This is an optimization exercise on Yosys and OpenROAD, whose aim is small area and a short achievable clock period, not a production implementation. RTL that was checked went through simulation tests only; none was proved equivalent to the original. The RTL of runs 1 to 3 was laid out without a check of its function. Power figures rest on the tool's default switching activity, not on a simulated workload.

==> design.v <==
package sdr_pkg;
   localparam int SAMPLE_W   = 8;
   localparam int FIFO_DEPTH = 512;
   localparam int STAT_W     = 16;
   typedef logic [SAMPLE_W-1:0] sample_t;
endpackage
module fifo_ram #(
   parameter int DEPTH = 512,
   parameter int WIDTH = 8,
   parameter int NB    = 16
) (
   input  logic                                   clk,
   input  logic                                   i_we,
   input  logic [$clog2(DEPTH)-1:0]               i_waddr,
   input  logic [NB-1:0]                          i_wlo,
   input  logic [DEPTH/NB-1:0]                    i_whi_n,
   input  logic [WIDTH-1:0]                       i_wdata,
   input  logic [NB-1:0][$clog2(DEPTH/NB)-1:0]    i_baddr,
   output logic [NB-1:0][WIDTH-1:0]               o_pre
);
   localparam int AW = $clog2(DEPTH);
   localparam int BW = $clog2(NB);
   localparam int RW = AW - BW;
   localparam int NW = DEPTH / NB;         
   logic [WIDTH-1:0] w_word [NB][NW];
   logic [NB-1:0]    w_wlo_n;
   assign w_wlo_n = ~(i_wlo & {NB{i_we}});
   for (genvar i = 0; i < DEPTH; i++) begin : g_word
      logic [WIDTH-1:0] r_q;
      always_ff @(posedge clk)
         if (~(w_wlo_n[i % NB] | i_whi_n[i / NB])) r_q <= i_wdata;
      assign w_word[i % NB][i / NB] = r_q;
   end
   for (genvar b = 0; b < NB; b++) begin : g_bank
      logic [WIDTH-1:0] w_node [2*NW-1];
      logic [WIDTH-1:0] r_pre;
      logic             w_hit;
      for (genvar k = 0; k < NW; k++) begin : g_leaf
         assign w_node[k] = w_word[b][k];
      end
      for (genvar l = 0; l < RW; l++) begin : g_lvl
         localparam int IN  = 2*NW - (2*NW >> l);
         localparam int OUT = 2*NW - (NW >> l);
         for (genvar j = 0; j < (NW >> (l+1)); j++) begin : g_mux
            assign w_node[OUT+j] = i_baddr[b][l] ? w_node[IN+2*j+1] : w_node[IN+2*j];
         end
      end
      assign w_hit = i_we && i_waddr == {i_baddr[b], BW'(b)};
      always_ff @(posedge clk)
         r_pre <= w_hit ? i_wdata : w_node[2*NW-2];
      assign o_pre[b] = r_pre;
   end
endmodule
module sample_fifo #(
   parameter int DEPTH       = sdr_pkg::FIFO_DEPTH,
   parameter int WIDTH       = sdr_pkg::SAMPLE_W,
   parameter int AFULL_LEVEL = DEPTH - 64
) (
   input  logic                   clk,
   input  logic                   rst_n,
   input  logic [WIDTH-1:0]       wr_data,
   input  logic                   wr_en,
   output logic                   full,
   output logic                   almost_full,
   input  logic                   read,
   output logic [WIDTH-1:0]       sample,
   output logic                   empty,
   output logic [$clog2(DEPTH):0] level,
   input  logic                   i_stats_clr,
   output logic [sdr_pkg::STAT_W-1:0]      o_overflow_cnt,
   output logic [sdr_pkg::STAT_W-1:0]      o_underflow_cnt
);
   localparam int AW = $clog2(DEPTH);
   localparam int LW = AW + 1;
   localparam int NB = 16;                 
   localparam int BW = $clog2(NB);
   localparam int RW = AW - BW;
   localparam int NW = DEPTH / NB;
   function automatic logic [LW-1:0] f_inc(input logic [LW-1:0] x);
      logic c;
      c = 1'b1;
      for (int k = 0; k < LW; k++) begin
         f_inc[k] = x[k] ^ c;
         c        = c & x[k];
      end
   endfunction
   function automatic logic [LW-1:0] f_dec(input logic [LW-1:0] x);
      logic c;
      c = 1'b1;
      for (int k = 0; k < LW; k++) begin
         f_dec[k] = x[k] ^ c;
         c        = c & ~x[k];
      end
   endfunction
   logic [AW-1:0]            r_wr_ptr;
   logic [NB-1:0]            r_wlo;        
   logic [NW-1:0]            r_whi_n;      
   logic [BW-1:0]            r_rd_bank;    
   logic [NB-1:0][RW-1:0]    r_bank_addr;  
   logic [NB-1:0][WIDTH-1:0] w_pre;
   logic [LW-1:0] r_level, r_level_p1, r_level_m1;
   logic          r_empty, r_full, r_afull;
   logic          r_can_wr, r_can_rd;      
   logic          w_wr, w_rd, w_up, w_dn, w_empty_nxt, w_full_nxt;
   logic [WIDTH-1:0] r_sample;
   assign w_wr        = wr_en & r_can_wr;
   assign w_rd        = read & r_can_rd;
   assign w_up        = w_wr & ~w_rd;
   assign w_dn        = w_rd & ~w_wr;
   assign w_empty_nxt = w_up ? 1'b0 : (w_dn ? r_level == LW'(1) : ~r_can_rd);
   assign w_full_nxt  = w_up ? r_level == LW'(DEPTH-1) : (w_dn ? 1'b0 : ~r_can_wr);
   assign level       = r_level;
   assign empty       = r_empty;
   assign full        = r_full;
   assign almost_full = r_afull;
   assign sample      = r_sample;
   always_ff @(posedge clk or negedge rst_n)
      if (!rst_n) begin
         r_wr_ptr    <= '0;
         r_wlo       <= NB'(1);
         r_whi_n     <= ~NW'(1);
         r_rd_bank   <= '0;
         r_level     <= '0;
         r_level_p1  <= LW'(1);
         r_level_m1  <= '1;
         r_empty     <= 1'b1;
         r_full      <= 1'b0;
         r_can_wr    <= 1'b1;
         r_can_rd    <= 1'b0;
         r_afull     <= 1'b0;
         r_sample    <= '0;
      end else begin
         if (w_wr) begin
            r_wr_ptr <= r_wr_ptr + 1'b1;
            r_wlo    <= {r_wlo[NB-2:0], r_wlo[NB-1]};
            if (r_wlo[NB-1]) r_whi_n <= {r_whi_n[NW-2:0], r_whi_n[NW-1]};
         end
         if (w_rd) begin
            r_rd_bank <= r_rd_bank + 1'b1;
            r_sample  <= w_pre[r_rd_bank];
         end
         if (w_up) begin
            r_level    <= r_level_p1;
            r_level_p1 <= f_inc(r_level_p1);
            r_level_m1 <= r_level;
         end else if (w_dn) begin
            r_level    <= r_level_m1;
            r_level_p1 <= r_level;
            r_level_m1 <= f_dec(r_level_m1);
         end
         r_empty  <= w_empty_nxt;
         r_full   <= w_full_nxt;
         r_can_rd <= ~w_empty_nxt;
         r_can_wr <= ~w_full_nxt;
         r_afull  <= w_up ? r_level >= LW'(AFULL_LEVEL-1) :
                     (w_dn ? r_level >= LW'(AFULL_LEVEL+1) : r_afull);
      end
   for (genvar b = 0; b < NB; b++) begin : g_baddr
      always_ff @(posedge clk or negedge rst_n)
         if (!rst_n) r_bank_addr[b] <= '0;
         else if (w_rd && r_rd_bank == BW'(b)) r_bank_addr[b] <= r_bank_addr[b] + 1'b1;
   end
   fifo_ram #(.DEPTH(DEPTH), .WIDTH(WIDTH), .NB(NB)) u_ram (
      .clk     (clk),
      .i_we    (r_can_wr),
      .i_waddr (r_wr_ptr),
      .i_wlo   (r_wlo),
      .i_whi_n (r_whi_n),
      .i_wdata (wr_data),
      .i_baddr (r_bank_addr),
      .o_pre   (w_pre)
   );
   logic [sdr_pkg::STAT_W-1:0] r_ovf_cnt, r_udf_cnt;
   always_ff @(posedge clk or negedge rst_n)
      if (!rst_n) begin
         r_ovf_cnt <= '0;
         r_udf_cnt <= '0;
      end else if (i_stats_clr) begin
         r_ovf_cnt <= '0;
         r_udf_cnt <= '0;
      end else begin
         if (wr_en & ~r_can_wr & ~&r_ovf_cnt) r_ovf_cnt <= r_ovf_cnt + 1'b1;
         if (read & ~r_can_rd & ~&r_udf_cnt) r_udf_cnt <= r_udf_cnt + 1'b1;
      end
   assign o_overflow_cnt  = r_ovf_cnt;
   assign o_underflow_cnt = r_udf_cnt;
endmodule
==> config.mk <==
export PLATFORM = sky130hd
export DESIGN_NAME = sample_fifo
export DESIGN_NICKNAME = sample_fifo
export VERILOG_FILES = /design/flow/design.v
export SDC_FILE = /design/flow/constraint.sdc
export NUM_CORES = 4
export LEC_CHECK = 0
export ABC_CLOCK_PERIOD_IN_PS = 2500
export CAP_MARGIN = 20
export CORE_MARGIN = 2
export CORE_UTILIZATION = 55
export CTS_CLUSTER_DIAMETER = 100
export CTS_CLUSTER_SIZE = 30
export SETUP_SLACK_MARGIN = 2.0
export SLEW_MARGIN = 20
export SYNTH_MEMORY_MAX_BITS = 8192
==> constraint.sdc <==
create_clock -name core_clock -period 4.8 [get_ports {clk}]
set_input_delay 0.9600 -clock core_clock [delete_from_list [all_inputs] [get_ports {clk}]]
set_output_delay 0.9600 -clock core_clock [all_outputs]
set_load 0.01 [all_outputs]
==> run.sh <==
#!/bin/bash
# synth_recipe.tcl (not shown) runs the flow's synth.tcl, then flattens the netlist and writes it again
# the make line also repeats each setting of config.mk as NAME=value (left out here)
make -C /OpenROAD-flow-scripts/flow DESIGN_CONFIG=/design/flow/config.mk WORK_HOME=/design/flow/orfs CLKGATE_MAP_FILE= SYNTH_SCRIPT=/design/flow/synth_recipe.tcl finish
==> flow_metrics.tcl, run 1 <==
set metrics [dict create \
    status "timing/DRC/antenna clean" \
    synth_area_per_cell_um2 18.19 \
    gp_congestion 0.9010 \
    multiInputGateArea_um2 42820 \
    stdcell_count 14090 \
    seq_area_um2 131200 \
    yosys-top-cells-area "edfxtp_1, mux4_2, mux2i_1" \
    drive_above_1_share 0.1704 \
    die-area_um2 326200 \
    holdPathEnd "u_ram.g_word[379].r_q[5]" \
    finalMaxSlewViolations 0 \
    total_leakage_power_uw 0.05906 \
    die_h_um 571.1 \
    maxCapViolCount 0 \
    worstReg2RegEnd "u_ram.g_word[79].r_q[0]" \
    track_usage 0.2946 \
    ant_nets 0 \
    grt_pass1_wl_mm 679.4 \
    critPathMaxStageDelay_ps 790 \
    cts_root_buffer "clkbuf_16" \
    fill_cells 23590 \
    drc_errors 0 \
    ys_seq_area_frac 0.7404 \
    crit_chain "buf_12 -> buf_4 -> nand2_1 -> buf_4 -> nor2_1" \
    critical_path_class "reg2reg" \
    synth_seq_cells 4440 \
    area_delta_synth_final_pct 6.846 \
    start_util 0.5518 \
    path_delay_family "simple AND/OR/NAND/NOR gates" \
    ir_drop_v 0.0003613 \
    period_share 0.5905 \
    io_buffers 65 \
    required_ps 5330 \
    end_kind "register" \
    yosys.area.top_type_share 0.6953 \
    holdCritPathClass "in2reg" \
    placed_area_um2 182300 \
    rows 208 \
    crit_buf_inv 3 \
    total_power_uw 61680 \
    tightestPinTransition_ps 1309 \
    cp.arrival_ps 3360 \
    crit_path_start_kind "register" \
    ctsHtreeMaxLevel 4 \
    min_path_cells 1 \
    layout_commonest_cell "edfxtp_1" \
    clock_sinks 4440 \
    hold_viol 0 \
    dr.first_iter.drc_count 11760 \
    synthArstFlopShare 0.04865 \
    finalCriticalPeriod_ps 2834 \
    drt-total-wl_mm 485.4 \
    fin_skew_ps 51.21 \
    globalRouteOverflowTotal 0 \
    clk_pin_slew_ps 110 \
    clockBufferDepth 4 \
    rsz0062_at_grt "true" \
    r2r_cells 5 \
    synth_area_um2 176900 \
    final_cell_mix "edfxtp_1, mux2i_1, nor2_1, mux4_2, a22oi_1" \
    path_max_fanout 32 \
    synthDistinctLibCells 75 \
    hold_path.startpoint "wr_data[5]" \
    fin_nets 9699 \
    timing.rr.start "r_can_wr" \
    numCtsBuffers 171 \
    core-area_um2 320600 \
    syn-instance-count 9724 \
    wl_per_cell_um 34.45 \
    grt_pass1_vias 89480 \
    powerDensity_nw_per_um2 326.3 \
    synth_warnings 19 \
    synth_ff_type "edfxtp_1" \
    syn_nets 9781 \
    setup_viol 0 \
    maxSlewHeadroom 0.1252 \
    die_x_um 571.1 \
    clk_latency_ps 930 \
    tns_ps 0 \
    design_area_um2 189000 \
    synth_largest_area_cell "edfxtp_1" \
    first_pass_iters 6 \
    hpwlAfterDp_mm 297.1 \
    grt_max_degree 168 \
    vias 92510 \
    place_inst 13680 \
    antenna_found_initial 51 \
    rrSetupSlack_ps 1970 \
    io_pins 66 \
    max_freq_mhz 352.8 \
    path_common_cell "buf_4" \
    critPathSlowestCell "nor2_1" \
    cts_tree "built" \
    vias_per_cell 6.566 \
    synth_enable_flop_cells 4096 \
]
==> flip-flops by register name, indices dropped and copies added, names as in the netlist, 4 cells and up <==
name	flops
u_ram.g_bank.r_pre	128
u_ram.g_word.r_q	4096
r_sample	8
r_bank_addr	80
r_level_p1	10
r_level	10
r_level_m1	10
r_rd_bank	4
r_ovf_cnt	16
r_wr_ptr	9
r_wlo	16
r_udf_cnt	16
r_whi_n	32
==> routing by layer <==
metal  routed length (um)  up-vias  global-route usage
li1                     -    38630                   -
met1               197300    49150              0.4262
met2               230500     4099              0.4659
met3                40240      619             0.04394
met4                17200       12             0.09497
met5                   86        -                   0
==> how the worst max path moves through the flow <==
stage                         start  depth (start not counted)                        to
finish                     r_can_wr                          5   u_ram.g_word[79].r_q[0]
global placement               read                          6           r_bank_addr[26]
global route               r_can_wr                          7  u_ram.g_bank[3].r_pre[6]
CTS                 r_bank_addr[25]                          7  u_ram.g_bank[5].r_pre[0]
floorplan                      read                          8             r_level_m1[0]
detailed placement             read                          7            r_bank_addr[8]
==> stage by stage <==
step,worst slack (ps),hold WS (ps),util
2_1_floorplan,2144,445.0,-
3_3_place_gp,853.1,469.2,0.5686
3_5_place_dp,745.0,478.7,0.5687
4_1_cts,1965,320.4,0.5873
5_1_grt,1906,354.7,0.5894
6_report,1966,393.6,0.5895
==> synthesized netlist by cell type (all sizes together) (14+ instances only) <==
cell type,number
edfxtp,4096
mux2i,740
nor2,694
mux4,675
buf,363
a22oi,337
clkbuf,299
nand2,283
mux2,203
dfrtp,201
a21oi,165
o21ai,131
dfxtp,128
a31oi,121
a22o,118
nand3,117
xnor2,112
inv,96
o2111ai,74
and3,70
o221ai,63
a221oi,62
nor2b,60
nand4,58
xor2,57
nor3,45
ha,44
o211ai,32
nor3b,31
o31ai,28
a211oi,25
nor4,23
nand2b,19
dfstp,15
and2,14
and3b,14
nand3b,14
==> worst reg2reg max path, cell delays in order, from the launching register on <==
cell	delay [ps]
dfstp_4	720
buf_12	150
buf_4	270
nand2_1	140
buf_4	280
nor2_1	900
==> repair_timing <==
item / in CTS / in global routing
setup endpoints to repair: 509 / 109
setup buffers: 62 / 29
pin swaps: 0 / 3
gates resized for setup: 158 / 67
hold buffers: 1 / 0
endpoints found under the hold margin: 31 / 0
gates cloned: 0 / 1
==> power breakdown <==
group / total, uW / leakage (uW) / internal, uW / switching [uW]
clock network: 18600 / 0.00237 / 7120 / 11500
registers: 42200 / 0.0406 / 42200 / 3.41
logic: 886 / 0.0161 / 89.4 / 797
total: 61700 / 0.0591 / 49400 / 12300
==> final cells by class <==
type                       instances  share of cell area
sequential                      4440              0.6942
multi-input combinational       4514              0.2265
tap                             4305             0.02850
clock buffer                     281             0.02555
timing repair buffer             407             0.02206
inverter                         108            0.002184
clock inverter                    12           0.0006818
antenna                           22           0.0002913
==> kinds of logic (layout without fill, tap and decap cells) <==
logic type,after synthesis,after routing,share of synthesized area
multiplexers,1618,1618,0.1408
adder cells (fa/ha/maj),44,44,0.003112
AO/OA/AOI/OAI,1213,1213,0.04910
other,0,22,0
AND/OR/NAND/NOR,1470,1470,0.03796
flip-flops,4440,4440,0.7404
buffers and inverters,770,808,0.02021
XOR/XNOR,169,169,0.008367
==> run 2: changes to the inputs <==
--- a/design.v
+++ b/design.v
@@ -11,6 +11,7 @@
 ) (
    input  logic                                   clk,
    input  logic                                   i_we,
+   input  logic                                   i_push,
    input  logic [$clog2(DEPTH)-1:0]               i_waddr,
    input  logic [NB-1:0]                          i_wlo,
    input  logic [DEPTH/NB-1:0]                    i_whi_n,
@@ -26,9 +27,12 @@
    logic [NB-1:0]    w_wlo_n;
    assign w_wlo_n = ~(i_wlo & {NB{i_we}});
    for (genvar i = 0; i < DEPTH; i++) begin : g_word
+      logic             w_sel, w_hold;
       logic [WIDTH-1:0] r_q;
+      assign w_sel  = ~(w_wlo_n[i % NB] | i_whi_n[i / NB]);
+      assign w_hold = ~(w_sel & i_push);
       always_ff @(posedge clk)
-         if (~(w_wlo_n[i % NB] | i_whi_n[i / NB])) r_q <= i_wdata;
+         r_q <= (r_q & {WIDTH{w_hold}}) | (i_wdata & {WIDTH{w_sel}});
       assign w_word[i % NB][i / NB] = r_q;
    end
    for (genvar b = 0; b < NB; b++) begin : g_bank
@@ -163,6 +167,7 @@
    fifo_ram #(.DEPTH(DEPTH), .WIDTH(WIDTH), .NB(NB)) u_ram (
       .clk     (clk),
       .i_we    (r_can_wr),
+      .i_push  (wr_en),
       .i_waddr (r_wr_ptr),
       .i_wlo   (r_wlo),
       .i_whi_n (r_whi_n),
==> flow_metrics.tcl, run 2 <==
set metrics [dict create \
    hold_viol 0 \
    clockBufferDepth 4 \
    synth_area_um2 170600 \
    synth_seq_cells 4440 \
    globalRouteOverflowTotal 0 \
    ctsHtreeMaxLevel 4 \
    r2r_cells 4 \
    maxCapViolCount 0 \
    clk_latency_ps 940 \
    drive_above_1_share 0.1560 \
    die_h_um 561.0 \
    total_power_uw 56680 \
    first_pass_iters 6 \
    synthDistinctLibCells 59 \
    drc_errors 0 \
    critPathMaxStageDelay_ps 870 \
    pre_cts_ws_ps 1069 \
    grt_pass1_wl_mm 820.4 \
    end_kind "register" \
    fin_skew_ps 33.48 \
    rrSetupSlack_ps 1980 \
    holdCritPathClass "in2async" \
    syn_nets 13720 \
    muxShareOfSynthArea 0.1510 \
    setup_viol 0 \
    syn-instance-count 13660 \
    ir_drop_v 0.0003435 \
    numCtsBuffers 171 \
    clk_pin_slew_ps 110 \
    path_delay_family "simple AND/OR/NAND/NOR gates" \
    clock_sinks 4440 \
    largest_register "u_ram.g_word.r_q" \
    wl_per_cell_um 31.97 \
    tightestPinTransition_ps 1233 \
    synth_most_common_cell "dfxtp_1" \
    yosys.area.top_type_share 0.4956 \
    dr.first_iter.drc_count 13410 \
    layout_commonest_cell "dfxtp_1" \
    synth_compound_area_frac 0.2372 \
    synth_enable_flop_cells 0 \
    cts_root_buffer "clkbuf_16" \
    start_util 0.5525 \
    stdcell_count 17350 \
    maxSlewHeadroom 0.1782 \
    synth_top_family_by_area "compound AO/OA/AOI/OAI gates" \
    synth_fa_ha_area_frac 0.003226 \
    synth_ff_type "dfxtp_1" \
    crit_buf_inv 1 \
    finalMaxSlewViolations 0 \
    die-area_um2 314700 \
    synthXorXnorAreaFrac 0.009291 \
    tns_ps 0 \
    hold_buffers 0 \
    crit_path_start_kind "register" \
    track_usage 0.3411 \
    ant_nets 0 \
    crit_chain "buf_4 -> nor2_1 -> nand2_1 -> a22o_1" \
    cts_tree "built" \
    path_max_fanout 12 \
    gp_congestion 0.9189 \
    yosys-top-cells-area "dfxtp_1, a22o_1, mux4_2" \
    io_pins 66 \
    core-area_um2 308800 \
    fin_nets 13200 \
    synth_largest_area_cell "dfxtp_1" \
    io_buffers 65 \
    vias 123300 \
    grt_pass1_vias 118800 \
    fill_cells 24520 \
    area_delta_synth_final_pct 6.372 \
    synth_warnings 19 \
    status "timing/DRC/antenna clean" \
    grt_max_degree 125 \
    rows 204 \
    place_inst 17020 \
    total_leakage_power_uw 0.06743 \
    antenna_found_initial 38 \
    final.setup.worst_slack_ps 1978 \
    largest_reg_flops 4096 \
    max_freq_mhz 354.4 \
    timing.rr.start "r_whi_n[10]" \
    drt-total-wl_mm 554.7 \
    vias_per_cell 7.109 \
    final_cell_mix "dfxtp_1, a22o_1, mux4_2, nand2_1, nor2_1" \
    ys_seq_area_frac 0.5274 \
    required_ps 5620 \
    critPathSlowestCell "dfrtp_2" \
    critical_path_class "reg2reg" \
    finalCriticalPeriod_ps 2822 \
    synth_simple_gate_area_frac 0.04596 \
    synthArstFlopShare 0.04865 \
    synthTopCellsByCount "dfxtp_1, a22o_1, mux4_2" \
    rsz0062_at_grt "true" \
    cp.arrival_ps 3640 \
    largestRegisters "u_ram.g_word.r_q: 4096 flops, u_ram.g_bank.r_pre: 128 flops, r_bank_addr: 80 flops" \
    synth_area_per_cell_um2 12.49 \
    period_share 0.5879 \
    worstReg2RegEnd "u_ram.g_word[161].r_q[0]" \
    powerDensity_nw_per_um2 312.3 \
    die_x_um 561.0 \
    hpwlAfterDp_mm 350.1 \
]
-- run 2: worst max path at each step --
| stage | start | endpoint | cells past startpoint |
|---|---|---|---|
| floorplan | wr_en | r_level[1] | 7 |
| global placement | read | r_level_m1[6] | 8 |
| detailed placement | read | r_bank_addr[16] | 7 |
| CTS | r_can_wr | u_ram.g_word[154].r_q[4] | 6 |
| global route | r_can_wr | r_afull | 9 |
| finish | r_whi_n[10] | u_ram.g_word[161].r_q[0] | 4 |
-- run 2: final cells by class --
cell class                 count  area [um^2]  share of cell area
sequential                  4440        90190              0.4969
multi-input combinational   8124        77170              0.4252
tap                         4120         5155             0.02840
clock buffer                 226         4697             0.02588
timing repair buffer         372         3965             0.02185
inverter                      38        143.9           0.0007928
clock inverter                11        125.1           0.0006894
antenna                       21        52.55           0.0002895
-- run 2: power breakdown --
group	internal (uW)	switching (uW)
clock network	7050	11600
registers	36900	3.33
logic	179	975
total	44100	12600
-- run 2: repair_timing --
action                      CTS  global route
pin swaps                     4             6
gates resized for setup     256           103
setup endpoints to repair  2713          1935
buffers inserted             55            18
-- run 2: stage by stage --
step / hold slack (ps) / utilization / instance area [um^2]
after detailed placement: 446.6 / 0.5663 / 174900
final: 51.03 / 0.5877 / 181500
after global placement: 450.1 / 0.5663 / 174900
after CTS: 68.30 / 0.5856 / 180900
after global routing: 101.6 / 0.5875 / 181500
after floorplan: 434.7 / - / 170600
-- run 2: cells by family after synthesis --
| logic type | count (synthesis) |
|---|---|
| AO/OA/AOI/OAI | 4811 |
| flip-flops | 4440 |
| AND/OR/NAND/NOR | 1807 |
| multiplexers | 1281 |
| buffers and inverters | 1099 |
| XOR/XNOR | 181 |
| adder cells (fa/ha/maj) | 44 |
-- run 2: layer usage --
layer | vias up | wire, um | GRT usage
met4 | 14 | 24010 | 0.1395
met5 | - | 92 | 0
met3 | 869 | 50320 | 0.06462
met2 | 6192 | 241900 | 0.5050
met1 | 63340 | 238400 | 0.4919
li1 | 52930 | - | -
==> run 3: changes to the inputs <==
==> flow/run.sh (new file) <==
#!/bin/bash
# Layout flow: the standard ORFS flow (standard.sh, unchanged synthesis and
# layout steps), with the port buffers that placement inserts on every input
# and output made plain buffers (sky130_fd_sc_hd__buf_4) instead of the delay
# buffer buffer_ports picks by default. Each make run's full output goes to
# its own log file in this folder.
set -euo pipefail
bash standard.sh "BUFFER_PORTS_ARGS=-buffer_cell sky130_fd_sc_hd__buf_4" finish > flow_standard.log 2>&1
==> standard.sh (new file) <==
#!/bin/bash
# synth_recipe.tcl (not shown) runs the flow's synth.tcl, then flattens the netlist and writes it again
# the make line also repeats each setting of config.mk as NAME=value (left out here)
make -C /OpenROAD-flow-scripts/flow DESIGN_CONFIG=/design/flow/config.mk WORK_HOME=/design/flow/orfs CLKGATE_MAP_FILE= SYNTH_SCRIPT=/design/flow/synth_recipe.tcl "${@:-finish}"
--- a/config.mk
+++ b/config.mk
@@ -9,8 +9,8 @@
 export CAP_MARGIN = 20
 export CORE_MARGIN = 2
 export CORE_UTILIZATION = 55
-export CTS_CLUSTER_DIAMETER = 100
+export CTS_CLUSTER_DIAMETER = 80
 export CTS_CLUSTER_SIZE = 30
-export SETUP_SLACK_MARGIN = 2.0
+export SETUP_SLACK_MARGIN = 2.3
 export SLEW_MARGIN = 20
 export SYNTH_MEMORY_MAX_BITS = 8192
removed: run.sh
==> flow_metrics.tcl, run 3 <==
set metrics [dict create \
    die_x_um 561.0 \
    tightestPinTransition_ps 1370 \
    finalMaxSlewViolations 0 \
    maxSlewHeadroom 0.08660 \
    critPathSlowestCell "dfstp_4" \
    ctsHtreeMaxLevel 4 \
    total_leakage_power_uw 0.06945 \
    yosys.area.top_type_share 0.4956 \
    numCtsBuffers 193 \
    first_pass_iters 6 \
    swShare 0.2295 \
    power.net_switching_uw 13610 \
    holdCritPathClass "in2async" \
    io_pins 66 \
    hold_viol 0 \
    total_power_uw 59280 \
    synthArstFlopShare 0.04865 \
    fin_skew_ps 56.25 \
    path_delay_family "simple AND/OR/NAND/NOR gates" \
    core-area_um2 308800 \
    crit_path_start_kind "register" \
    synth_area_um2 170600 \
    ir_drop_v 0.0003792 \
    rows 204 \
    utilization 0.6096 \
    rsz0062_at_grt "true" \
    fill_cells 23950 \
    largest_register "u_ram.g_word.r_q" \
    vias_per_cell 7.036 \
    critPathMaxStageDelay_ps 650 \
    status "timing/DRC/antenna clean" \
    crit_buf_inv 3 \
    grt_pass1_vias 119700 \
    powerDensity_nw_per_um2 314.9 \
    tns_ps 0 \
    cts_root_buffer "clkbuf_16" \
    maxCapViolCount 0 \
    p_comb_frac 0.020 \
    final_cell_mix "dfxtp_1, a22o_1, mux4_2, nand2_1, buf_4" \
    cp.arrival_ps 3530 \
    dr.first_iter.drc_count 14780 \
    ys_seq_area_frac 0.5274 \
    cts_tree "built" \
    required_ps 5640 \
    syn_nets 13720 \
    crit_chain "buf_12 -> buf_12 -> nand2_1 -> buf_4 -> nor2_2 -> nand2_1 -> a22o_1" \
    yosys-top-cells-area "dfxtp_1, a22o_1, mux4_2" \
    wl_per_cell_um 31.75 \
    synthTopCellsByCount "dfxtp_1, a22o_1, mux4_2" \
    synth_enable_flop_cells 0 \
    clk_pin_slew_ps 110 \
    synthDistinctLibCells 59 \
    critical_path_class "reg2reg" \
    path_max_fanout 32 \
    grt_pass1_wl_mm 828.1 \
    synth_area_per_cell_um2 12.49 \
    placed_area_um2 174900 \
    syn-instance-count 13660 \
    clockBufferDepth 4 \
    layout_commonest_cell "dfxtp_1" \
    gp_congestion 0.9326 \
    hold_buffers 0 \
    hpwlAfterDp_mm 352.3 \
    synth_ff_type "dfxtp_1" \
    synth_warnings 19 \
    drc_errors 0 \
    start_util 0.5525 \
    largestRegisters "u_ram.g_word.r_q: 4096 flops, u_ram.g_bank.r_pre: 128 flops, r_bank_addr: 80 flops" \
    die-area_um2 314700 \
    clock_sinks 4440 \
    track_usage 0.3452 \
    die_h_um 561.0 \
    synth_most_common_cell "dfxtp_1" \
    ant_nets 0 \
    finalCriticalPeriod_ps 2691 \
    area_delta_synth_final_pct 10.35 \
    antenna_found_initial 19 \
    grt_max_degree 146 \
    seq_area_um2 90240 \
    max_freq_mhz 371.7 \
    drt-total-wl_mm 560.4 \
    clk_latency_ps 960 \
    setup_viol 0 \
    multiInputGateArea_um2 80030 \
    largest_reg_flops 4096 \
    synth_largest_area_cell "dfxtp_1" \
    globalRouteOverflowTotal 0 \
    internal_power_uw 45680 \
    synth_seq_cells 4440 \
    drive_above_1_share 0.2102 \
    clkPwrFrac 0.359 \
    vias 124200 \
    seq_power_share 0.622 \
    io_buffers 65 \
    design_area_um2 188300 \
    fin_nets 13450 \
    period_share 0.5605 \
    end_kind "register" \
]
[run 3: cell types whose count changed in the layout (fill, tap and decap cells not counted), sizes merged, moves of 8 or more]
cell,previous run,this run
dlygate4sd2,53,0
diode,21,6
clkinv,10,30
clkbuf,226,234
clkinvlp,0,11
bufinv,1,10
inv,38,83
buf,318,589
[run 3: cell type report]
cell class	count	share of cell area
Sequential cell	4440	0.4793
Inverter	38	0.0007974
Tap cell	4120	0.02738
Antenna cell	6	0.00007974
Timing Repair Buffer	591	0.03372
Clock buffer	233	0.02749
Clock inverter	96	0.006207
Multi-Input combinational cell	8124	0.4251
[run 3: final timing paths]
path                        startpoint                     end  slack [ps]  cells after the start
setup reg to reg              r_can_wr  u_ram.g_word[3].r_q[2]        2110                      7
hold / removal                   rst_n            r_ovf_cnt[9]           6                      1
min in group core_clock    i_stats_clr            r_ovf_cnt[7]         400                      2
hold reg to reg               r_wlo[0]                r_wlo[0]         480                      2
setup / recovery              r_can_wr  u_ram.g_word[3].r_q[2]        2110                      7
max in group asynchronous        rst_n         r_bank_addr[56]        3510                      2
[run 3: power groups by stage]
stage / Clock, uW / Sequential, uW / Combinational (uW)
final: 21300 / 36900 / 1170
after global routing: 22700 / 36900 / 1210
after CTS: 21500 / 36900 / 1140
after detailed placement: 0 / 37700 / 1130
after global placement: 0 / 37700 / 1110
after floorplan: 0 / 37700 / 580
[run 3: what timing repair did]
item | in CTS | in global routing
gates resized for setup | 846 | 331
setup endpoints to repair | 4387 | 2852
pin swaps | 13 | 40
endpoints found under the hold margin | 0 | 0
setup buffers | 138 | 122
gates cloned | 2 | 4
[run 3: cells by family after synthesis]
logic type,after synthesis,share of synthesized area
xor gates and xnor gates,181,0.009291
AOI/OAI and AO/OA,4811,0.2372
buffers and inverters,1099,0.02592
muxes,1281,0.1510
adders and majority gates,44,0.003227
and+or+nand+nor,1807,0.04596
DFF,4440,0.5274
[run 3: per-layer routing]
layer,vias up,GRT usage,routed length [um]
met1,63960,0.4956,241600
met2,5883,0.5134,244800
li1,53530,-,-
met3,796,0.07492,51740
met5,-,0,29
met4,4,0.1263,22200
[run 3: through the flow]
stage	std cells	worst slack, ps	hold slack (ps)
floorplan	13660	2301	434.7
global placement	17050	899.8	450.2
detailed placement	17050	942.0	449.2
CTS	17520	2157	31.70
global route	17640	2091	60.33
finish	17650	2109	6.072
==> run 4: changes to the inputs <==
--- a/design.v
+++ b/design.v
@@ -122,7 +122,7 @@
       if (!rst_n) begin
          r_wr_ptr    <= '0;
          r_wlo       <= NB'(1);
-         r_whi_n     <= ~NW'(1);
+         r_whi_n     <= {{(NW-1){1'b1}}, 1'b0};
          r_rd_bank   <= '0;
          r_level     <= '0;
          r_level_p1  <= LW'(1);
==> flow_metrics.tcl, run 4 <==
set metrics [dict create \
    muxShareOfSynthArea 0.1510 \
    drc_errors 0 \
    track_usage 0.3446 \
    setup_viol 0 \
    endpoint "u_ram.g_word[82].r_q[7]" \
    grt_pass1_wl_mm 827.9 \
    synth_top_family_by_area "compound AO/OA/AOI/OAI gates" \
    ctsHtreeMaxLevel 4 \
    required_ps 5620 \
    crit_chain "buf_6 -> nand2_1 -> buf_4 -> nor2_2 -> nand2_1 -> a22o_1" \
    finalCriticalPeriod_ps 2644 \
    first_pass_iters 5 \
    syn-instance-count 13660 \
    io_buffers 65 \
    critPathMaxStageDelay_ps 660 \
    clk_pin_slew_ps 120 \
    ys_seq_area_frac 0.5275 \
    maxCapViolCount 0 \
    antenna_found_initial 24 \
    synth_most_common_cell "dfxtp_1" \
    hold_buffers 0 \
    cts_tree "built" \
    area_delta_synth_final_pct 10.05 \
    largestRegisters "u_ram.g_word.r_q: 4096 flops, u_ram.g_bank.r_pre: 128 flops, r_bank_addr: 80 flops" \
    die_x_um 561.0 \
    synth_simple_gate_area_frac 0.04595 \
    die_h_um 561.0 \
    vias 125100 \
    die-area_um2 314800 \
    r2r_cells 6 \
    synth_fa_ha_area_frac 0.003226 \
    synthTopCellsByCount "dfxtp_1, a22o_1, mux4_2" \
    clk_latency_ps 960 \
    yosys.area.top_type_share 0.4955 \
    vias_per_cell 7.073 \
    cp.arrival_ps 3470 \
    critPathSlowestCell "dfstp_4" \
    fill_cells 24000 \
    synth_enable_flop_cells 0 \
    whs_ps 13.70 \
    cts_root_buffer "clkbuf_16" \
    rows 204 \
    start_util 0.5526 \
    drive_above_1_share 0.2079 \
    path_max_fanout 32 \
    wl_per_cell_um 31.78 \
    path_common_cell "nand2_1" \
    rsz0062_at_grt "true" \
    worstReg2RegEnd "u_ram.g_word[82].r_q[7]" \
    final_cell_mix "dfxtp_1, a22o_1, mux4_2, nand2_1, buf_4" \
    synth_ff_type "dfxtp_1" \
    ir_drop_v 0.0003038 \
    dr.first_iter.drc_count 14550 \
    crit_path_start_kind "register" \
    synthXorXnorAreaFrac 0.009289 \
    grt_pass1_vias 119100 \
    holdCritPathClass "in2async" \
    hold_viol 0 \
    drt-total-wl_mm 562.1 \
    grt_max_degree 130 \
    period_share 0.5508 \
    synth_largest_area_cell "dfxtp_1" \
    finalMaxSlewViolations 0 \
    syn_nets 13720 \
    status "timing/DRC/antenna clean" \
    hpwlAfterDp_mm 348.8 \
    io_pins 66 \
    synthArstFlopShare 0.04865 \
    globalRouteOverflowTotal 0 \
    total_leakage_power_uw 0.06937 \
    tns_ps 0 \
    synth_seq_cells 4440 \
    max_freq_mhz 378.2 \
    timing.rr.start "r_can_wr" \
    rrSetupSlack_ps 2160 \
    synth_area_um2 170700 \
    synth_warnings 19 \
    synthDistinctLibCells 59 \
    powerDensity_nw_per_um2 316.2 \
    synth_area_per_cell_um2 12.49 \
    fin_skew_ps 47.90 \
    critical_path_class "reg2reg" \
    gp_congestion 0.9238 \
    crit_start "r_can_wr" \
    tightestPinTransition_ps 1366 \
    maxSlewHeadroom 0.08941 \
    end_kind "register" \
    largest_register "u_ram.g_word.r_q" \
    largest_reg_flops 4096 \
    clockBufferDepth 4 \
    core-area_um2 308800 \
    numCtsBuffers 194 \
    synth_compound_area_frac 0.2372 \
    yosys-top-cells-area "dfxtp_1, a22o_1, mux4_2" \
    layout_commonest_cell "dfxtp_1" \
    clock_sinks 4440 \
    fin_nets 13480 \
    ant_nets 0 \
]
run 4: cell types whose count changed after synthesis:
cell | before | now
dfstp_2 | 15 | 45
dfrtp_1 | 201 | 171
run 4: report_power, final:
group	internal [uW]	total, uW	switching (uW)
Combinational	187	1160	977
Sequential	36900	36900	3.57
Clock	8730	21400	12600
run 4: metal layers:
metal / vias up / global-route usage / wire [um] / share of wire
met2: 6179 / 0.5070 / 245400 / 0.44
li1: 53660 / - / - / -
met1: 64330 / 0.4957 / 240900 / 0.43
met4: 10 / 0.1443 / 24190 / 0.043
met3: 918 / 0.06883 / 51510 / 0.092
met5: - / 0 / 70 / 0.00012
run 4: worst max-delay path, delay by kind of cell, from the launching register on:
| family | cells | cell delay [ps] |
|---|---|---|
| simple gates | 3 | 900 |
| flops | 1 | 660 |
| buf+inv | 2 | 570 |
| compound gates | 1 | 300 |
run 4: logic make-up (layout without fill, tap and decap cells):
family | after synthesis | in the layout
adder cells (fa/ha/maj) | 44 | 44
AND/OR/NAND/NOR | 1807 | 1808
AO/OA/AOI/OAI | 4811 | 4811
other | 0 | 14
multiplexers | 1281 | 1281
buffers and inverters | 1099 | 988
flip-flops | 4440 | 4440
XOR/XNOR | 181 | 181
run 4: worst min path at each step:
| stage | from | to | cells after the start |
|---|---|---|---|
| floorplan | u_ram.g_word[12].r_q[7] | u_ram.g_word[12].r_q[7] | 1 |
| global placement | u_ram.g_word[25].r_q[7] | u_ram.g_word[25].r_q[7] | 1 |
| detailed placement | u_ram.g_word[9].r_q[7] | u_ram.g_word[9].r_q[7] | 1 |
| CTS | rst_n | r_udf_cnt[7] | 1 |
| global route | rst_n | r_udf_cnt[8] | 1 |
| finish | rst_n | r_ovf_cnt[13] | 1 |
run 4: layout make-up:
cell class | instances | area [um^2] | share of cell area
flip-flops and latches | 4440 | 90290 | 0.4807
multi-input cells | 8125 | 79400 | 0.4228
inverters | 38 | 145.1 | 0.0007728
diodes | 14 | 35.03 | 0.0001865
well taps | 4120 | 5155 | 0.02745
clock inverters | 94 | 1184 | 0.006302
clock buffers | 233 | 5209 | 0.02773
repair buffers | 623 | 6394 | 0.03404
run 4: what timing repair did:
item	in CTS	in global routing
setup buffers	117	213
setup endpoints to repair	4374	3027
endpoints found under the hold margin	0	0
gates resized for setup	631	368
pin swaps	14	69
gates cloned	1	1
run 4: through the flow:
| stage | total power, uW | util | worst slack [ps] | instance area (um^2) | instances |
|---|---|---|---|---|---|
| after CTS | 59520 | 0.5974 | 2098 | 184500 | 17460 |
| final | 59380 | 0.6081 | 2156 | 187800 | 17690 |
| after global placement | 38800 | 0.5656 | 1235 | 174700 | 17010 |
| after global routing | 60920 | 0.6080 | 2175 | 187800 | 17680 |
| after detailed placement | 38820 | 0.5657 | 1053 | 174700 | 17010 |
| after floorplan | 38270 | - | 2301 | 170700 | 13660 |
==> run 5: changes to the inputs <==
--- a/design.v
+++ b/design.v
@@ -14,7 +14,7 @@
    input  logic                                   i_push,
    input  logic [$clog2(DEPTH)-1:0]               i_waddr,
    input  logic [NB-1:0]                          i_wlo,
-   input  logic [DEPTH/NB-1:0]                    i_whi_n,
+   input  logic [DEPTH/NB-1:0]                    i_whi,
    input  logic [WIDTH-1:0]                       i_wdata,
    input  logic [NB-1:0][$clog2(DEPTH/NB)-1:0]    i_baddr,
    output logic [NB-1:0][WIDTH-1:0]               o_pre
@@ -24,13 +24,13 @@
    localparam int RW = AW - BW;
    localparam int NW = DEPTH / NB;         
    logic [WIDTH-1:0] w_word [NB][NW];
-   logic [NB-1:0]    w_wlo_n;
-   assign w_wlo_n = ~(i_wlo & {NB{i_we}});
+   logic [NB-1:0]    w_wlo_push;           
+   assign w_wlo_push = i_wlo & {NB{i_push}};
    for (genvar i = 0; i < DEPTH; i++) begin : g_word
       logic             w_sel, w_hold;
       logic [WIDTH-1:0] r_q;
-      assign w_sel  = ~(w_wlo_n[i % NB] | i_whi_n[i / NB]);
-      assign w_hold = ~(w_sel & i_push);
+      assign w_sel  = i_wlo[i % NB] & i_whi[i / NB];
+      assign w_hold = ~(w_wlo_push[i % NB] & i_whi[i / NB]);
       always_ff @(posedge clk)
          r_q <= (r_q & {WIDTH{w_hold}}) | (i_wdata & {WIDTH{w_sel}});
       assign w_word[i % NB][i / NB] = r_q;
@@ -97,22 +97,27 @@
       end
    endfunction
    logic [AW-1:0]            r_wr_ptr;
-   logic [NB-1:0]            r_wlo;        
-   logic [NW-1:0]            r_whi_n;      
+   localparam logic [NB-1:0] WLO0 = NB'(1);
+   localparam logic [NW-1:0] WHI0 = NW'(1);
+   logic [NB-1:0]            r_wlo_x, w_wlo, w_wlo_nxt;
+   logic [NW-1:0]            r_whi_x, w_whi;
    logic [BW-1:0]            r_rd_bank;    
    logic [NB-1:0][RW-1:0]    r_bank_addr;  
    logic [NB-1:0][WIDTH-1:0] w_pre;
    logic [LW-1:0] r_level, r_level_p1, r_level_m1;
    logic          r_empty, r_full, r_afull;
-   logic          r_can_wr, r_can_rd;      
+   logic          r_full_i, r_can_rd;      
    logic          w_wr, w_rd, w_up, w_dn, w_empty_nxt, w_full_nxt;
    logic [WIDTH-1:0] r_sample;
-   assign w_wr        = wr_en & r_can_wr;
+   assign w_wr        = wr_en & ~r_full_i;
    assign w_rd        = read & r_can_rd;
    assign w_up        = w_wr & ~w_rd;
    assign w_dn        = w_rd & ~w_wr;
    assign w_empty_nxt = w_up ? 1'b0 : (w_dn ? r_level == LW'(1) : ~r_can_rd);
-   assign w_full_nxt  = w_up ? r_level == LW'(DEPTH-1) : (w_dn ? 1'b0 : ~r_can_wr);
+   assign w_full_nxt  = w_up ? r_level == LW'(DEPTH-1) : (w_dn ? 1'b0 : r_full_i);
+   assign w_wlo       = r_wlo_x ^ WLO0;
+   assign w_whi       = r_whi_x ^ WHI0;
+   assign w_wlo_nxt   = NB'(1) << (w_wr ? r_wr_ptr[BW-1:0] + 1'b1 : r_wr_ptr[BW-1:0]);
    assign level       = r_level;
    assign empty       = r_empty;
    assign full        = r_full;
@@ -121,23 +126,22 @@
    always_ff @(posedge clk or negedge rst_n)
       if (!rst_n) begin
          r_wr_ptr    <= '0;
-         r_wlo       <= NB'(1);
-         r_whi_n     <= {{(NW-1){1'b1}}, 1'b0};
+         r_wlo_x     <= '0;
+         r_whi_x     <= '0;
          r_rd_bank   <= '0;
          r_level     <= '0;
          r_level_p1  <= LW'(1);
          r_level_m1  <= '1;
          r_empty     <= 1'b1;
          r_full      <= 1'b0;
-         r_can_wr    <= 1'b1;
+         r_full_i    <= 1'b0;
          r_can_rd    <= 1'b0;
          r_afull     <= 1'b0;
          r_sample    <= '0;
       end else begin
          if (w_wr) begin
             r_wr_ptr <= r_wr_ptr + 1'b1;
-            r_wlo    <= {r_wlo[NB-2:0], r_wlo[NB-1]};
-            if (r_wlo[NB-1]) r_whi_n <= {r_whi_n[NW-2:0], r_whi_n[NW-1]};
+            if (&r_wr_ptr[BW-1:0]) r_whi_x <= {w_whi[NW-2:0], w_whi[NW-1]} ^ WHI0;
          end
          if (w_rd) begin
             r_rd_bank <= r_rd_bank + 1'b1;
@@ -155,7 +159,8 @@
          r_empty  <= w_empty_nxt;
          r_full   <= w_full_nxt;
          r_can_rd <= ~w_empty_nxt;
-         r_can_wr <= ~w_full_nxt;
+         r_full_i <= w_up ? r_level_p1 == LW'(DEPTH) : (w_dn ? 1'b0 : r_full_i);
+         r_wlo_x  <= (w_wlo_nxt & {NB{~w_full_nxt}}) ^ WLO0;
          r_afull  <= w_up ? r_level >= LW'(AFULL_LEVEL-1) :
                      (w_dn ? r_level >= LW'(AFULL_LEVEL+1) : r_afull);
       end
@@ -166,11 +171,11 @@
    end
    fifo_ram #(.DEPTH(DEPTH), .WIDTH(WIDTH), .NB(NB)) u_ram (
       .clk     (clk),
-      .i_we    (r_can_wr),
+      .i_we    (~r_full_i),
       .i_push  (wr_en),
       .i_waddr (r_wr_ptr),
-      .i_wlo   (r_wlo),
-      .i_whi_n (r_whi_n),
+      .i_wlo   (w_wlo),
+      .i_whi   (w_whi),
       .i_wdata (wr_data),
       .i_baddr (r_bank_addr),
       .o_pre   (w_pre)
@@ -184,7 +189,7 @@
          r_ovf_cnt <= '0;
          r_udf_cnt <= '0;
       end else begin
-         if (wr_en & ~r_can_wr & ~&r_ovf_cnt) r_ovf_cnt <= r_ovf_cnt + 1'b1;
+         if (wr_en & r_full_i & ~&r_ovf_cnt) r_ovf_cnt <= r_ovf_cnt + 1'b1;
          if (read & ~r_can_rd & ~&r_udf_cnt) r_udf_cnt <= r_udf_cnt + 1'b1;
       end
    assign o_overflow_cnt  = r_ovf_cnt;
--- a/config.mk
+++ b/config.mk
@@ -8,9 +8,9 @@
 export ABC_CLOCK_PERIOD_IN_PS = 2500
 export CAP_MARGIN = 20
 export CORE_MARGIN = 2
-export CORE_UTILIZATION = 55
+export CORE_UTILIZATION = 65
 export CTS_CLUSTER_DIAMETER = 80
 export CTS_CLUSTER_SIZE = 30
-export SETUP_SLACK_MARGIN = 2.3
+export SETUP_SLACK_MARGIN = 2.4
 export SLEW_MARGIN = 20
 export SYNTH_MEMORY_MAX_BITS = 8192
==> flow_metrics.tcl, run 5 <==
set metrics [dict create \
    setup_viol 0 \
    grt_pass1_vias 120900 \
    synth_area_per_cell_um2 12.36 \
    ys_seq_area_frac 0.5162 \
    status "failed layout checks" \
    globalRouteOverflowTotal 0 \
    core-area_um2 267400 \
    design_area_um2 185800 \
    largestRegisters "u_ram.g_word.r_q: 4096 flops, u_ram.g_bank.r_pre: 128 flops, r_bank_addr: 80 flops" \
    maxCapViolCount 0 \
    numCtsBuffers 182 \
    largest_register "u_ram.g_word.r_q" \
    layout_commonest_cell "dfxtp_1" \
    synth_fa_ha_area_frac 0.003230 \
    first_pass_iters 6 \
    synthDistinctLibCells 74 \
    holdCritPathClass "in2reg" \
    placed_area_um2 175400 \
    vias 128800 \
    cp.arrival_ps 1590 \
    die_h_um 521.9 \
    synth_largest_area_cell "dfxtp_1" \
    total_leakage_power_uw 0.06971 \
    hold_viol 0 \
    period_share 0.5315 \
    vias_per_cell 7.496 \
    synth_warnings 19 \
    final.setup.worst_slack_ps 2249 \
    use_met2 0.5769 \
    powerDensity_nw_per_um2 463.0 \
    clock_sinks 4440 \
    fin_nets 13410 \
    crit_path_start_kind "register" \
    synth_compound_area_frac 0.2326 \
    ir_drop_v 0.0004045 \
    synth_most_common_cell "dfxtp_1" \
    synth_ff_type "dfxtp_1" \
    finalCriticalPeriod_ps 2551 \
    fill_cells 18670 \
    drt-total-wl_mm 553.0 \
    final_cell_mix "dfxtp_1, a22o_1, mux4_2, nand2_1, and2_1" \
    drc_errors 0 \
    gp_congestion 0.9492 \
    so_faults "antenna violations" \
    grt_pass1_wl_mm 814.6 \
    path_max_fanout 2 \
    required_ps 3840 \
    io_buffers 65 \
    critPathSlowestCell "dfrtp_2" \
    syn-instance-count 14110 \
    yosys-top-cells-area "dfxtp_1, a22o_1, mux4_2" \
    whs_ps 408.5 \
    synth_top_family_by_area "compound AO/OA/AOI/OAI gates" \
    dr.first_iter.drc_count 16600 \
    yosys.area.top_type_share 0.4851 \
    tightestPinTransition_ps 1086 \
    wl_per_cell_um 32.19 \
    die_x_um 521.9 \
    synthTopCellsByCount "dfxtp_1, a22o_1, clkbuf_1" \
    start_util 0.6518 \
    rows 190 \
    synth_seq_cells 4440 \
    tns_ps 0 \
    clk_pin_slew_ps 110 \
    grt_use_met3 0.08252 \
    cts_root_buffer "clkbuf_16" \
    rsz0062_at_grt "true" \
    synthArstFlopShare 0.04865 \
    hpwlAfterDp_mm 343.1 \
    cts_tree "built" \
    area_delta_synth_final_pct 6.566 \
    clk_latency_ps 960 \
    track_usage 0.3917 \
    maxSlewHeadroom 0.2762 \
    drive_above_1_share 0.1654 \
    die-area_um2 272400 \
    busiest_layer "met2" \
    largest_reg_flops 4096 \
    synthXorXnorAreaFrac 0.008943 \
    crit_chain "buf_6" \
    finalMaxSlewViolations 0 \
    globalRouteMet1Util 0.5510 \
    ctsHtreeMaxLevel 4 \
    critical_path_class "reg2out" \
    clockBufferDepth 4 \
    io_pins 66 \
    max_freq_mhz 392.0 \
    synth_area_um2 174300 \
    pre_cts_ws_ps 1423 \
    syn_nets 14170 \
    path_delay_family "flip-flops" \
    antenna_found_initial 81 \
    synth_simple_gate_area_frac 0.05310 \
    ant_nets 1 \
    critPathMaxStageDelay_ps 500 \
    end_kind "output pin" \
    crit_buf_inv 1 \
    grt_max_degree 146 \
    muxShareOfSynthArea 0.1459 \
    fin_skew_ps 36.78 \
    synth_enable_flop_cells 0 \
]
[run 5: cell types whose count changed in the layout (fill, tap and decap cells not counted), moves of 55 or more]
| cell | before | now |
|---|---|---|
| and2_1 | 7 | 494 |
| nor2_4 | 294 | 1 |
| nor2_2 | 224 | 1 |
| diode_2 | 14 | 171 |
| mux2_2 | 184 | 67 |
| mux2i_1 | 80 | 164 |
| buf_4 | 435 | 380 |
[run 5: cell type report]
| class | count | area [um^2] | area share |
|---|---|---|---|
| Inverter | 44 | 171.4 | 0.0009227 |
| Sequential cell | 4440 | 90300 | 0.4860 |
| Clock buffer | 228 | 4999 | 0.02691 |
| Tap cell | 3552 | 4444 | 0.02392 |
| Antenna cell | 171 | 427.9 | 0.002303 |
| Timing Repair Buffer | 610 | 6731 | 0.03623 |
| Multi-Input combinational cell | 8077 | 78010 | 0.4199 |
| Clock inverter | 55 | 699.4 | 0.003765 |
[run 5: kinds of logic (layout without fill, tap and decap cells)]
logic type,count (synthesis),in the layout
xor+xnor,178,178
buf+inv,1593,937
simple gates,1769,1769
flops,4440,4440
other cells,0,171
mux,1256,1256
compound gates,4829,4829
fa+ha+maj,45,45
[run 5: worst paths after layout]
path                                          start  slack [ps]                   endpoint  cells after the start
min reg2reg                u_ram.g_word[176].r_q[4]         480   u_ram.g_word[176].r_q[4]                      1
max                                     r_sample[3]        2250                  sample[3]                      1
max reg2reg                         r_bank_addr[65]        2330  u_ram.g_bank[13].r_pre[2]                      6
min in group asynchronous                     rst_n         500            r_bank_addr[23]                      2
min                                     i_stats_clr         410              r_ovf_cnt[13]                      2
max in group asynchronous                     rst_n        2990            r_bank_addr[30]                      3
[run 5: per-stage QoR]
stage / power (uW) / instances / utilization
finish: 86020 / 17180 / 0.6946
global route: 88100 / 17040 / 0.6933
CTS: 84620 / 16910 / 0.6881
detailed placement: 62980 / 16450 / 0.6557
global placement: 62620 / 16440 / 0.6555
floorplan: 56240 / 14110 / -
[run 5: what timing repair did]
action / 4_1_cts / 5_1_grt
cloned: 1 / 2
hold endpoints to repair: 14 / 0
pin swaps: 15 / 14
resized for setup: 271 / 110
hold buffers: 1 / 0
setup buffers: 177 / 96
endpoints found under the setup margin: 1891 / 616
[run 5: where the power goes]
| part | switching [uW] | internal (uW) |
|---|---|---|
| clock network | 12000 | 8110 |
| registers | 3330 | 39500 |
| logic | 12800 | 10300 |
| total | 28100 | 57900 |
[run 5: layer usage]
metal / part of all wire / vias up
met5: 0.00051 / -
met4: 0.048 / 38
met3: 0.11 / 1287
met2: 0.44 / 8445
met1: 0.40 / 65420
li1: - / 53570
==> run 6: changes to the inputs <==
==> flow/run.sh (replaced) <==
#!/bin/bash
# Layout flow: the standard ORFS flow (standard.sh, unchanged synthesis and
# layout steps), with the port buffers that placement inserts on every input
# and output made plain buffers (sky130_fd_sc_hd__buf_4) instead of the delay
# buffer buffer_ports picks by default, and more rounds of antenna repair after
# detailed routing. The make run's full output goes to flow_standard.log in
# this folder (ORFS also keeps each step's log under orfs/logs).
set -euo pipefail
bash standard.sh "BUFFER_PORTS_ARGS=-buffer_cell sky130_fd_sc_hd__buf_4" \
   MAX_REPAIR_ANTENNAS_ITER_DRT=10 finish > flow_standard.log 2>&1
--- a/config.mk
+++ b/config.mk
@@ -8,7 +8,7 @@
 export ABC_CLOCK_PERIOD_IN_PS = 2500
 export CAP_MARGIN = 20
 export CORE_MARGIN = 2
-export CORE_UTILIZATION = 65
+export CORE_UTILIZATION = 62
 export CTS_CLUSTER_DIAMETER = 80
 export CTS_CLUSTER_SIZE = 30
 export SETUP_SLACK_MARGIN = 2.4
==> flow_metrics.tcl, run 6 <==
set metrics [dict create \
    status "timing/DRC/antenna clean" \
    critPathMaxStageDelay_ps 560 \
    holdCritPathClass "in2reg" \
    globalRouteOverflowTotal 0 \
    dr.first_iter.drc_count 15620 \
    hpwlAfterDp_mm 350.9 \
    hold_viol 0 \
    synth_most_common_cell "dfxtp_1" \
    yosys-top-cells-area "dfxtp_1, a22o_1, mux4_2" \
    seq_area_um2 90310 \
    critPathSlowestCell "dfrtp_4" \
    synth_area_per_cell_um2 12.36 \
    path_delay_family "multiplexers" \
    synth_enable_flop_cells 0 \
    core-area_um2 279600 \
    yosys.area.top_type_share 0.4851 \
    drive_above_1_share 0.1738 \
    clk_pin_slew_ps 120 \
    clk_latency_ps 990 \
    crit_start "r_bank_addr[55]" \
    required_ps 5460 \
    placed_area_um2 175600 \
    final.setup.worst_slack_ps 2048 \
    drt-total-wl_mm 560.8 \
    path_common_cell "o211ai_1" \
    rsz0062_at_grt "true" \
    track_usage 0.3795 \
    critical_path_class "reg2reg" \
    ant_nets 0 \
    clockBufferDepth 4 \
    cts_tree "built" \
    powerDensity_nw_per_um2 467.9 \
    clock_sinks 4440 \
    gp_congestion 0.9373 \
    design_area_um2 187500 \
    cts_root_buffer "clkbuf_16" \
    maxSlewHeadroom 0.2268 \
    syn-instance-count 14110 \
    synth_warnings 19 \
    syn_nets 14170 \
    synth_seq_cells 4440 \
    total_leakage_power_uw 0.07041 \
    antenna_found_initial 80 \
    r2r_cells 6 \
    synthArstFlopShare 0.04865 \
    crit_buf_inv 2 \
    start_util 0.6234 \
    grt_pass1_vias 121500 \
    pre_cts_ws_ps 1303 \
    hold_path.startpoint "i_stats_clr" \
    io_pins 66 \
    largestRegisters "u_ram.g_word.r_q: 4096 flops, u_ram.g_bank.r_pre: 128 flops, r_bank_addr: 80 flops" \
    ctsHtreeMaxLevel 4 \
    path_max_fanout 7 \
    grt_max_degree 131 \
    first_pass_iters 9 \
    tightestPinTransition_ps 1160 \
    synth_ff_type "dfxtp_1" \
    fill_cells 20270 \
    numCtsBuffers 187 \
    place_inst 16620 \
    rrSetupSlack_ps 2050 \
    finalMaxSlewViolations 0 \
    die_h_um 534.3 \
    max_freq_mhz 363.4 \
    stdcell_count 17390 \
    synthDistinctLibCells 74 \
    end_kind "register" \
    synth_area_um2 174300 \
    fin_nets 13470 \
    grt_pass1_wl_mm 827.1 \
    worstReg2RegEnd "u_ram.g_bank[11].r_pre[6]" \
    die_x_um 534.3 \
    setup_viol 0 \
    finalCriticalPeriod_ps 2752 \
    rows 194 \
    largest_reg_flops 4096 \
    ir_drop_v 0.0003928 \
    synthTopCellsByCount "dfxtp_1, a22o_1, clkbuf_1" \
    vias_per_cell 7.375 \
    synth_largest_area_cell "dfxtp_1" \
    timing.rr.start "r_bank_addr[55]" \
    ys_seq_area_frac 0.5162 \
    wl_per_cell_um 32.25 \
    tns_ps 0 \
    drc_errors 0 \
    largest_register "u_ram.g_word.r_q" \
    area_delta_synth_final_pct 7.553 \
    layout_commonest_cell "dfxtp_1" \
    fin_skew_ps 48.36 \
    io_buffers 65 \
    multiInputGateArea_um2 78310 \
    cp.arrival_ps 3420 \
    utilization 0.6705 \
    period_share 0.5734 \
    holdPathEnd "r_ovf_cnt[11]" \
    maxCapViolCount 0 \
    crit_chain "buf_12 -> buf_16 -> mux4_2 -> mux2_2 -> o211ai_1 -> o211ai_1" \
    final_cell_mix "dfxtp_1, a22o_1, mux4_2, nand2_1, and2_1" \
    crit_path_start_kind "register" \
    min_path_cells 2 \
    die-area_um2 285400 \
    vias 128300 \
]
-- run 6: cell types whose count changed in the layout (fill, tap and decap cells not counted), sizes merged --
cell	change
inv	+4
bufbuf	+1
diode	-43
buf	+55
clkbuf	+6
clkinvlp	+6
clkinv	+9
bufinv	+2
-- run 6: layer usage --
layer / up-vias / wire length (um) / global-route usage / share of wire
li1: 53690 / - / - / -
met1: 65290 / 226900 / 0.5318 / 0.40
met2: 8043 / 248200 / 0.5624 / 0.44
met3: 1201 / 58990 / 0.08250 / 0.11
met4: 30 / 26660 / 0.1797 / 0.048
met5: - / 179 / 0 / 0.00032
-- run 6: where the power goes --
part	leakage (uW)	total [uW]	switching [uW]	internal, uW
logic	0.0306	24300	13400	10900
registers	0.0368	42700	3120	39500
clock network	0.00296	20800	12200	8530
total	0.0704	87700	28700	59000
-- run 6: logic make-up (layout without fill, tap and decap cells) --
logic type / after synthesis / in the layout / synth area share
AO/OA/AOI/OAI: 4829 / 4829 / 0.2326
XOR/XNOR: 178 / 178 / 0.008943
adder cells (fa/ha/maj): 45 / 45 / 0.003230
buffers and inverters: 1593 / 1020 / 0.04004
flip-flops: 4440 / 4440 / 0.5162
multiplexers: 1256 / 1256 / 0.1459
other: 0 / 128 / 0
AND/OR/NAND/NOR: 1769 / 1769 / 0.05310
-- run 6: area by class of cell --
| class | instances | area share |
|---|---|---|
| Clock buffer | 235 | 0.02754 |
| Tap cell | 3724 | 0.02485 |
| Antenna cell | 128 | 0.001708 |
| Clock inverter | 76 | 0.005065 |
| Timing Repair Buffer | 665 | 0.04061 |
| Sequential cell | 4440 | 0.4816 |
| Inverter | 44 | 0.0009342 |
| Multi-Input combinational cell | 8077 | 0.4176 |
-- run 6: worst max path at each step --
stage                                      endpoint  slack (ps)  depth (start not counted)
final                     u_ram.g_bank[11].r_pre[6]        2050                          6
after global routing      u_ram.g_bank[11].r_pre[4]        2070                          6
after CTS                                     empty        2200                          1
after detailed placement                 r_wlo_x[0]        1300                          9
after global placement                   r_wlo_x[0]        1280                          9
after floorplan                             r_afull        2400                          8
-- run 6: repair_timing --
| action | 4_1_cts | 5_1_grt |
|---|---|---|
| hold buffers | 1 | 0 |
| setup buffers | 232 | 84 |
| pin swaps | 36 | 42 |
| cloned | 9 | 3 |
| hold endpoints to repair | 34 | 0 |
| gates resized for setup | 372 | 130 |
| setup endpoints to repair | 2287 | 430 |
-- run 6: stage by stage --
stage          hold WS, ps  power, uW
3_5_place_dp         448.9      63210
4_1_cts              347.5      86430
5_1_grt              384.6      90030
2_1_floorplan        434.1      56240
3_3_place_gp         447.7      62780
6_report             371.9      87730
-- run 6: worst register-to-register path, cell delays in order, from the launching register on --
cell,delay (ps)
dfrtp_4,560
buf_12,180
buf_16,150
mux4_2,570
mux2_2,290
o211ai_1,260
o211ai_1,420
==> run 7: changes to the inputs <==
--- a/config.mk
+++ b/config.mk
@@ -8,9 +8,9 @@
 export ABC_CLOCK_PERIOD_IN_PS = 2500
 export CAP_MARGIN = 20
 export CORE_MARGIN = 2
-export CORE_UTILIZATION = 62
+export CORE_UTILIZATION = 65
 export CTS_CLUSTER_DIAMETER = 80
 export CTS_CLUSTER_SIZE = 30
-export SETUP_SLACK_MARGIN = 2.4
+export SETUP_SLACK_MARGIN = 2.35
 export SLEW_MARGIN = 20
 export SYNTH_MEMORY_MAX_BITS = 8192
==> flow_metrics.tcl, run 7 <==
set metrics [dict create \
    maxCapViolCount 0 \
    largest_reg_flops 4096 \
    vias 127800 \
    synthDistinctLibCells 74 \
    area_delta_synth_final_pct 6.024 \
    fin_nets 13340 \
    critPathMaxStageDelay_ps 520 \
    setup_viol 0 \
    gp_congestion 0.9596 \
    cts_tree "built" \
    vias_per_cell 7.460 \
    synth_enable_flop_cells 0 \
    ys_seq_area_frac 0.5162 \
    pre_cts_ws_ps 1186 \
    path_max_fanout 2 \
    wl_per_cell_um 31.77 \
    die_x_um 521.9 \
    largest_register "u_ram.g_word.r_q" \
    use_met2 0.5665 \
    period_share 0.5331 \
    required_ps 3840 \
    antenna_found_initial 77 \
    synthTopCellsByCount "dfxtp_1, a22o_1, clkbuf_1" \
    holdCritPathClass "in2async" \
    drive_above_1_share 0.1573 \
    numCtsBuffers 189 \
    synth_largest_area_cell "dfxtp_1" \
    synth_most_common_cell "dfxtp_1" \
    ir_drop_v 0.0004547 \
    critical_path_class "reg2out" \
    fin_skew_ps 51.40 \
    grt_max_degree 155 \
    syn-instance-count 14110 \
    clk_latency_ps 930 \
    hold_buffers 0 \
    grt_use_met3 0.08177 \
    dr.first_iter.drc_count 17440 \
    grt_pass1_vias 119200 \
    worstReg2RegEnd "u_ram.g_bank[15].r_pre[4]" \
    final.setup.worst_slack_ps 2241 \
    yosys.area.top_type_share 0.4851 \
    cp.arrival_ps 1600 \
    ant_nets 0 \
    globalRouteOverflowTotal 0 \
    rows 190 \
    synth_area_per_cell_um2 12.36 \
    io_buffers 65 \
    clock_sinks 4440 \
    powerDensity_nw_per_um2 461.2 \
    max_freq_mhz 390.8 \
    tightestPinTransition_ps 1073 \
    synth_area_um2 174300 \
    crit_buf_inv 1 \
    crit_path_start_kind "register" \
    drt-total-wl_mm 544.4 \
    stdcell_count 17130 \
    synth_ff_type "dfxtp_1" \
    total_leakage_power_uw 0.06929 \
    hold_viol 0 \
    hpwlAfterDp_mm 342.2 \
    synth_seq_cells 4440 \
    place_inst 16420 \
    final_cell_mix "dfxtp_1, a22o_1, mux4_2, nand2_1, and2_1" \
    tns_ps 0 \
    ctsHtreeMaxLevel 4 \
    clk_pin_slew_ps 110 \
    rrSetupSlack_ps 2290 \
    yosys-top-cells-area "dfxtp_1, a22o_1, mux4_2" \
    globalRouteMet1Util 0.5461 \
    timing.rr.start "r_bank_addr[75]" \
    start_util 0.6518 \
    syn_nets 14170 \
    core-area_um2 267400 \
    crit_chain "buf_6" \
    die_h_um 521.9 \
    finalCriticalPeriod_ps 2559 \
    die-area_um2 272400 \
    r2r_cells 7 \
    path_delay_family "flip-flops" \
    grt_pass1_wl_mm 802.2 \
    layout_commonest_cell "dfxtp_1" \
    finalMaxSlewViolations 0 \
    synth_warnings 19 \
    track_usage 0.3855 \
    first_pass_iters 8 \
    end_kind "output pin" \
    largestRegisters "u_ram.g_word.r_q: 4096 flops, u_ram.g_bank.r_pre: 128 flops, r_bank_addr: 80 flops" \
    maxSlewHeadroom 0.2849 \
    cts_root_buffer "clkbuf_16" \
    io_pins 66 \
    rsz0062_at_grt "true" \
    clockBufferDepth 4 \
    status "timing/DRC/antenna clean" \
    critPathSlowestCell "dfrtp_2" \
    busiest_layer "met2" \
    synthArstFlopShare 0.04865 \
    drc_errors 0 \
]
run 7: kinds of logic after synthesis:
group	after synthesis	synth area share
AO/OA/AOI/OAI	4829	0.2326
XOR/XNOR	178	0.008943
adder cells (fa/ha/maj)	45	0.003230
buffers and inverters	1593	0.04004
flip-flops	4440	0.5162
multiplexers	1256	0.1459
AND/OR/NAND/NOR	1769	0.05310
run 7: timing repair:
action / CTS / global route
pin swaps: 6 / 12
endpoints found under the setup margin: 1255 / 817
resized for setup: 206 / 77
cloned: 0 / 3
buffers inserted: 145 / 83
hold endpoints to repair: 0 / 0
run 7: how the worst max path moves through the flow:
stage                            from       endpoint  slack, ps  cells past startpoint
final                     r_sample[2]      sample[2]       2240                      1
after global routing      r_sample[2]      sample[2]       2230                      1
after CTS                 r_sample[2]      sample[2]       2220                      1
after detailed placement        wr_en  r_level_m1[0]       1190                      7
after global placement          wr_en     r_wlo_x[0]       1310                      9
after floorplan                  read     r_wlo_x[0]       2310                     10
run 7: metrics by stage:
step                hold WS, ps  power [uW]  cell area (um^2)  utilization
CTS                       29.61       83910            183200       0.6851
global placement          447.7       62410            175200       0.6552
detailed placement        448.9       62800            175200       0.6552
global route              51.62       87460            184400       0.6896
finish                    35.01       85240            184800       0.6911
floorplan                 434.1       56230            174400            -
run 7: power by group:
| group | leakage (uW) | total [uW] | internal, uW | switching, uW |
|---|---|---|---|---|
| Clock | 0.00281 | 20000 | 7940 | 12100 |
| Combinational | 0.0297 | 22400 | 10000 | 12400 |
| Sequential | 0.0368 | 42800 | 39500 | 3270 |
| Total | 0.0693 | 85200 | 57500 | 27700 |
run 7: metal layers:
layer | vias to the layer above | wire length, um
met5 | - | 89
met4 | 14 | 24800
met3 | 1274 | 58170
met2 | 8231 | 240400
met1 | 64720 | 220900
li1 | 53570 | -
run 7: cell type report:
type | count | area, um^2
Timing Repair Buffer | 533 | 5894
Clock inverter | 64 | 673.1
Antenna cell | 195 | 488.0
Tap cell | 3552 | 4444
Fill cell | 18710 | 82610
Inverter | 44 | 168.9
Sequential cell | 4440 | 90290
Multi-Input combinational cell | 8077 | 77830
Clock buffer | 228 | 5052

port drivers added, routing unchanged:
The flow's constraints put no driver on any port. The routed layouts listed below were extracted and timed again, unchanged, in two steps. Step 1 assumes that a clkbuf_16 drives the clock port and a buf_2 every other input. Step 2 adds t to the input delays and takes it off the output delays; t is the mean of the earliest and latest rising clock arrival at the registers after step 1. Input paths then give back, and output paths get back, about the clock's delay inside the block. a / b / c = ideal ports / drivers / drivers and shift; a / b = the first two.
| run | t, ns | slack for setup (ns) | hold WS [ns] | worst setup path at the end | latest minus earliest clock arrival (ns) | worst slew at a driven data input, ns |
|---|---|---|---|---|---|---|
| run 1 | 1.006 | 1.966 / 1.966 / 1.062 | 0.394 / 0.335 / 0.488 | input to register | 0.058 / 0.058 | 0.15 |
| run 2 | 1.023 | 1.978 / 1.978 / 1.110 | 0.051 / 0.001 / 0.479 | input to register | 0.048 / 0.048 | 0.05 |
| run 3 | 1.037 | 2.109 / 2.109 / 1.597 | 0.006 / -0.039 / 0.475 | input to register | 0.059 / 0.058 | 0.05 |
| run 4 | 1.033 | 2.156 / 2.156 / 1.447 | 0.014 / -0.034 / 0.477 | input to register | 0.049 / 0.048 | 0.06 |
| run 5 | 1.046 | 2.249 / 2.139 / 1.528 | 0.409 / 0.327 / 0.479 | input to register | 0.045 / 0.045 | 0.06 |
| run 6 | 1.054 | 2.048 / 2.048 / 1.293 | 0.372 / 0.317 / 0.478 | input to register | 0.052 / 0.052 | 0.08 |
| run 7 | 1.008 | 2.241 / 2.141 / 1.409 | 0.035 / 0.066 / 0.478 | input to register | 0.057 / 0.057 | 0.13 |
For run 1, which loses most, drivers alone change the setup slack by 0.000 ns; drivers and shift together by -0.904 ns.
